Background: an optimization exercise with open tools, aiming at small area. Do not read the settings as production practice. The RTL was checked by simulation tests, not by an equivalence proof against the original design. Power is estimated from default activity; no workload was simulated.

== run A ==
// pacmanVideoTop
module pacmanVideoTop (
  input  wire logic clk,
  input  wire logic rstN,
  input  wire pacmanPkg::regWriteT regWrite,
  input  wire logic [pacmanPkg::regAddrBits-1:0] regAddr,
  output logic [pacmanPkg::regDataBits-1:0] regRdata,
  output logic hsync,
  output logic vsync,
  output pacmanPkg::colorT rgb
);
  logic [posBits-1:0] hPos;
  logic [posBits-1:0] vPos;
  logic hEnd, vEnd, displayOn, frameStart;
  assign hEnd = hPos[9] & hPos[8] & hPos[4] & hPos[3] & hPos[2] & hPos[1] & hPos[0];  
  assign vEnd = vPos[9] & vPos[3] & vPos[2];  
  always_ff @(posedge clk or negedge rstN) begin
    if (!rstN) begin
      hPos <= '0;
      vPos <= '0;
    end else if (hEnd) begin
      hPos <= '0;
      vPos <= vEnd ? '0 : vPos + 1'b1;
    end else begin
      hPos <= hPos + 1'b1;
    end
  end
  always_comb begin
    displayOn = (hPos < hVisible) && (vPos < vVisible);
    hsync = !((hPos >= 656) && (hPos < 752));
    vsync = !((vPos >= 490) && (vPos < 492));
    frameStart = (hPos == '0) && (vPos == posBits'(vVisible));
  end
  localparam int nRegs = 14;
  logic [nRegs*regDataBits-1:0] regQ;  
  logic [nRegs-1:0] written;
  logic [nRegs-1:0] wrSel;
  logic [nRegs-1:0] rdSel;
  logic frameSync;
  logic pelletClear;
  logic selFrameSync, selPelletData;
  logic pelletHere, powerUpHere;
  function automatic logic [regAddrBits-1:0] addrOf(input int i);
    addrOf = (i < 12) ? regAddrBits'(8 + i) : regAddrBits'(33 + i - 12);
  endfunction
  always_comb begin
    for (int i = 0; i < nRegs; i++) begin
  ...
For scale: about 3,100 cells after synthesis, ~1,000 flip-flops, about 52 I/O pins, ~40,000 sq um of cells after synthesis.
export LEC_CHECK = 0
export CAP_MARGIN = 20
export CORE_MARGIN = 2
export CORE_UTILIZATION = 40
export CTS_CLUSTER_DIAMETER = 100
export CTS_CLUSTER_SIZE = 20
export SLEW_MARGIN = 20
export SYNTH_HIERARCHICAL = 1
create_clock -name core_clock -period 10.0 [get_ports {clk}]
run.sh (not shown) runs the stock make flow with config.mk's settings and CLKGATE_MAP_FILE= SYNTH_SCRIPT=/design/flow/synth_recipe.tcl, a recipe that flattens the netlist after the stock synthesis.
## Diff of input files: run D against run A
--- a/flow/design.v
+++ b/flow/design.v
@@ -220,27 +220,37 @@
   function automatic logic [regAddrBits-1:0] addrOf(input int i);
     addrOf = (i < 12) ? regAddrBits'(8 + i) : regAddrBits'(33 + i - 12);
   endfunction
   always_comb begin
     for (int i = 0; i < nRegs; i++) begin
       wrSel[i] = regWrite.en && (regWrite.addr == addrOf(i));
       rdSel[i] = written[i] && (regAddr == addrOf(i));
     end
     selFrameSync = (regAddr == regFrameSync);
     selPelletData = (regAddr == regPelletData);
   end
-  always_ff @(posedge clk) begin
-    for (int i = 0; i < nRegs; i++) begin
-      if (wrSel[i]) regQ[i*regDataBits +: regDataBits] <= regWrite.data;
+  logic [nRegs-1:0] holdSel;
+  logic [nRegs*regDataBits-1:0] regD;
+  assign holdSel = ~wrSel;
+  for (genvar i = 0; i < nRegs; i++) begin : gReg
+    for (genvar b = 0; b < regDataBits; b++) begin : gBit
+      gateAo22 u (
+        .a1(regQ[i*regDataBits + b]), .a2(holdSel[i]),
+        .b1(regWrite.data[b]), .b2(wrSel[i]),
+        .y(regD[i*regDataBits + b])
+      );
     end
   end
+  always_ff @(posedge clk) begin
+    regQ <= regD;
+  end
   always_ff @(posedge clk or negedge rstN) begin
     if (!rstN) begin
       written <= '0;
       frameSync <= 1'b0;
       pelletClear <= 1'b0;
     end else begin
       written <= written | wrSel;
       if (frameStart) begin
         frameSync <= 1'b1;  
       end else if (regWrite.en && regWrite.addr == regFrameSync) begin
         frameSync <= regWrite.data[0];
Notes after the runs:
Run D ran to completion and came out clean on the timing, design-rule and antenna checks.
Looking at buffer count excluding the clock tree in the final layout, run D sits below run A.
Changes observed in run D relative to run A: share of cell area taken by multi-input logic gates went up, final routed wirelength across all metal layers went up, number of vias after detailed routing went up, number of cells on the worst reg-to-reg path went up.
Number of inserted filler cells in the final layout for run D: about 2.3% up relative to run A
Run D ends up with a total design power that is 3.7% higher than in run A.
Of run D and run A, it is run D that has the lower part of the total power dissipated in sequential elements.
Run D against run A: global-route usage rose by 1.8 points; cell count after synthesis rose by 235; non-clock inverter instance count of the final layout rose by 13; final instance count without filler cells rose by about 5%.

[separate check: timing with driven ports]
In the flow no input, the clock included, has a driving cell. The finished layouts below were timed again as built, in two steps.
Step 1 assumes that a clkbuf_16 drives the clock port and a buf_2 every other input.
Step 2 adds t to the input delays and takes it off the output delays; t is the mean of the earliest and latest rising clock arrival at the registers after step 1. Input paths then give back, and output paths get back, about the clock's delay inside the block.
Three values: no drivers, after step 1, after step 2; two values: the first two.
run	t (ns)	setup WS [ns]	hold slack, ns	worst register clock-pin slew, ns	pins driven straight from the clock port
run A	0.736	4.926 / 4.926 / 4.926	0.489 / 0.489 / 0.489	0.10 / 0.10	1
run D	0.762	4.695 / 4.624 / 4.803	0.489 / 0.489 / 0.489	0.09 / 0.09	1
After both steps every run listed still meets setup and hold.
